This is an optimization exercise on Yosys and OpenROAD, whose aim is small area, not a production implementation. The RTL was checked by simulation tests, not by an equivalence proof against the original design. Power is estimated from default activity; no workload was simulated. No driver is modelled on the clock port, so clocking that relies on it looks cheaper here than on a real chip.

## rev 12
==> flow/design.v (excerpt) <==
module jtag_dbg_top (
    input  logic tck,
    input  logic state_test_logic_reset,
    input  logic tms,
    input  logic tdi,
    output logic tdo
);
Settings: LEC_CHECK=0, CAP_MARGIN=20, CORE_MARGIN=2, CORE_UTILIZATION=40, CTS_CLUSTER_DIAMETER=80, CTS_CLUSTER_SIZE=20, SLEW_MARGIN=20; clock period 10.0 ns.
run.sh (not shown) runs the stock make flow with config.mk's settings and CLKGATE_MAP_FILE= SYNTH_SCRIPT=/design/flow/synth_recipe.tcl, a recipe that flattens the netlist after the stock synthesis.
Relative to rev 12, the following input files were edited for rev 13:
Settings: a deleted CTS_CLUSTER_DIAMETER that had been 80; an added PLACE_DENSITY of 0.8; a change of CORE_UTILIZATION from 40 to 70; a deleted CTS_CLUSTER_SIZE that had been 20.
==> flow/flow/run.sh (new file) <==
#!/bin/bash
# Own layout flow: the standard layout (standard.sh), with two changes:
#  - synthesis maps logic with flow/abc_area.script, an area-oriented ABC script
#    (the rest of synth_recipe.tcl, flip-flop mapping included, is unchanged);
#  - clock tree synthesis builds larger sink clusters and inserts no dummy loads.
set -euo pipefail
here=$(pwd)
{
  head -n 1 synth_recipe.tcl
  echo "proc abc {args} { set i [lsearch \$args -script]; yosys abc {*}[lreplace \$args \$i [expr {\$i + 1}] -script $here/flow/abc_area.script] }"
  tail -n +2 synth_recipe.tcl
} > own_synth.tcl
export CTS_ARGS="-sink_clustering_enable -repair_clock_nets -sink_clustering_size 30 -sink_clustering_max_diameter 70 -dont_use_dummy_load"
bash standard.sh SYNTH_SCRIPT=$here/own_synth.tcl finish > flow_make.log 2>&1
==> flow/flow/abc_area.script (new file) <==
strash
ifraig
scorr
dc2
balance
rewrite
refactor
balance
rewrite -z
refactor -z
strash
dch -f
map -a
==> flow/standard.sh (new file) <==
#!/bin/bash
# synth_recipe.tcl (not shown) runs the flow's synth.tcl, then flattens the netlist and writes it again
# the make line also repeats each setting of config.mk as NAME=value (left out here)
make -C /OpenROAD-flow-scripts/flow DESIGN_CONFIG=/design/flow/config.mk WORK_HOME=/design/flow/orfs CLKGATE_MAP_FILE= SYNTH_SCRIPT=/design/flow/synth_recipe.tcl "${@:-finish}"
removed: flow/run.sh
Per the comparison of rev 13 with rev 12, power density normalized to cell area up about 7%; post-placement cell area fell 8.6%; register bit total from synthesis about even; number of buffers inserted during clock tree synthesis went down 37. Relative to rev 12, the final cell area reported for rev 13 is lower. The launch point of the critical path comes out state_test_logic_reset in one run and st[1]$_SDFF_PP1_ in the other, namely in rev 12 and rev 13 respectively. Re number of placement rows: rev 12 was higher than rev 13. Worst setup path category = reg2out: rev 13; worst setup path category = in2reg: rev 12. Of the two values seen for top layer used by detailed routing, met4 was produced by rev 12 and met5 by rev 13.


## pepper
Another version of the RTL of jtag_dbg_top (not shown whole).
For scale: roughly 4300 cells after synthesis, roughly 2200 flip-flops, ~5 I/O pins, roughly 0.057 sq mm of cells after synthesis.
Settings: LEC_CHECK=0, CAP_MARGIN=20, CORE_MARGIN=2, CORE_UTILIZATION=40, CTS_CLUSTER_DIAMETER=80, CTS_CLUSTER_SIZE=20, SLEW_MARGIN=20; clock period 10.0 ns.
Stock flow here: none of the scripts above is used.
pepper closes out successfully: all stages finished, all timing, DRC and antenna checks passed.
### pepper -> indigo
# pepper
export LEC_CHECK = 0
export CAP_MARGIN = 20
export CORE_MARGIN = 2
export CORE_UTILIZATION = 40
export CTS_CLUSTER_DIAMETER = 80
export CTS_CLUSTER_SIZE = 20
export SLEW_MARGIN = 20
create_clock -name core_clock -period 10.0 [get_ports {tck}]
# indigo
export LEC_CHECK = 0
export CAP_MARGIN = 20
export CORE_MARGIN = 2
export CORE_UTILIZATION = 40
export SLEW_MARGIN = 20
create_clock -name core_clock -period 10.0 [get_ports {tck}]
==> flow/flow/run.sh (new file) <==
#!/bin/bash
# Own layout flow: the standard layout (standard.sh), with two changes:
#  - synthesis maps logic with flow/abc_area.script, an area-oriented ABC script
#    (the rest of synth_recipe.tcl, flip-flop mapping included, is unchanged);
#  - clock tree synthesis builds larger sink clusters and inserts no dummy loads.
set -euo pipefail
here=$(pwd)
{
  head -n 1 synth_recipe.tcl
  echo "proc abc {args} { set i [lsearch \$args -script]; yosys abc {*}[lreplace \$args \$i [expr {\$i + 1}] -script $here/flow/abc_area.script] }"
  tail -n +2 synth_recipe.tcl
} > own_synth.tcl
export CTS_ARGS="-sink_clustering_enable -repair_clock_nets -sink_clustering_size 30 -sink_clustering_max_diameter 80 -dont_use_dummy_load"
bash standard.sh SYNTH_SCRIPT=$here/own_synth.tcl finish > flow_make.log 2>&1
==> flow/flow/abc_area.script (new file) <==
strash
ifraig
scorr
dc2
strash
&get -n
&dch -f
&nf -R 1000 -p
&put
==> flow/standard.sh (new file) <==
#!/bin/bash
# synth_recipe.tcl (not shown) runs the flow's synth.tcl, then flattens the netlist and writes it again
# the make line also repeats each setting of config.mk as NAME=value (left out here)
make -C /OpenROAD-flow-scripts/flow DESIGN_CONFIG=/design/flow/config.mk WORK_HOME=/design/flow/orfs CLKGATE_MAP_FILE= SYNTH_SCRIPT=/design/flow/synth_recipe.tcl "${@:-finish}"
removed: flow/run.sh
Findings:
indigo vs pepper, buffer count excluding the clock tree in the final layout went up by 7. pepper → indigo: register-to-register slack fell 0.32 ns, half-perimeter wire length after detailed placement rose 2.1 mm, count of clock-buffer cells in the layout fell 68, sum of internal, switching and leakage power fell about 1.3%. Compared with pepper, indigo shows worst stage delay on the critical path lower by 0.23 ns. indigo ended with less final area than pepper.
### indigo -> yarrow
--- a/flow/flow/run.sh
+++ b/flow/flow/run.sh
@@ -11,4 +11,4 @@
   tail -n +2 synth_recipe.tcl
 } > own_synth.tcl
-export CTS_ARGS="-sink_clustering_enable -repair_clock_nets -sink_clustering_size 30 -sink_clustering_max_diameter 80 -dont_use_dummy_load"
+export CTS_ARGS="-sink_clustering_enable -repair_clock_nets -sink_clustering_size 26 -sink_clustering_max_diameter 70 -dont_use_dummy_load"
 bash standard.sh SYNTH_SCRIPT=$here/own_synth.tcl finish > flow_make.log 2>&1
==> flow/flow/abc_area.script <==
strash
ifraig
scorr
dc2
balance
rewrite
refactor
balance
rewrite -z
refactor -z
strash
dch -f
map -a
Findings:
yarrow vs indigo: placed standard-cell area down. Looking only at switching portion of total power, and setting everything else aside, the lower value of yarrow and indigo goes to yarrow. yarrow: flow completed, timing, DRC and antenna clean. yarrow gives less length of the first detailed-routing pass in iterations than indigo did. The length of routed met2 wiring of yarrow exceeds that of indigo by 4.1%. Layout overhead on the synthesized area: yarrow vs indigo up 0.29 points. The final routed wire length divided by cell count number comes out lower for indigo vs yarrow. On post-route fraction of the period consumed by the critical path, the lower figure sits with indigo, not yarrow. Non-clock buffer total of the final layout, yarrow and indigo: higher on indigo. The fraction of cell area in non-clock buffers number comes out higher for indigo vs yarrow. In the final reports, the cell area of yarrow is smaller than that of indigo.

[separate check: timing with driven ports]
The flow's constraints put no driver on any port. The routed layouts listed below were extracted and timed again, unchanged, in two steps. Step 1 (the two cells are an assumption about what drives the block):
set clk [get_ports {tck}]
set_driving_cell -lib_cell sky130_fd_sc_hd__clkbuf_16 $clk
set_driving_cell -lib_cell sky130_fd_sc_hd__buf_2 [delete_from_list [all_inputs] $clk]
Step 2 times the ports against the registers' clock, not the clock port: input delays grow and output delays shrink by t, the midpoint of the rising clock arrivals with the driver on. Slacks: ideal / step 1 / step 2; pairs: ideal / step 1.
run	t (ns)	setup WS [ns]	hold slack, ns	latest minus earliest clock arrival (ns)
rev 12	0.805	4.712 / 4.767 / 3.961	0.295 / 0.295 / 0.295	0.046 / 0.045
rev 13	0.720	3.193 / 3.121 / 3.427	0.298 / 0.298 / 0.298	0.053 / 0.053
pepper	0.812	4.307 / 4.359 / 3.547	0.296 / 0.296 / 0.296	0.049 / 0.048
indigo	0.744	4.617 / 4.617 / 3.981	0.257 / 0.257 / 0.257	0.101 / 0.101
yarrow	0.744	2.956 / 3.003 / 2.259	0.288 / 0.288 / 0.288	0.075 / 0.075
After both steps setup and hold are still met in every run listed. For pepper, which loses most, drivers alone change the setup slack by +0.052 ns; drivers and shift together by -0.760 ns.
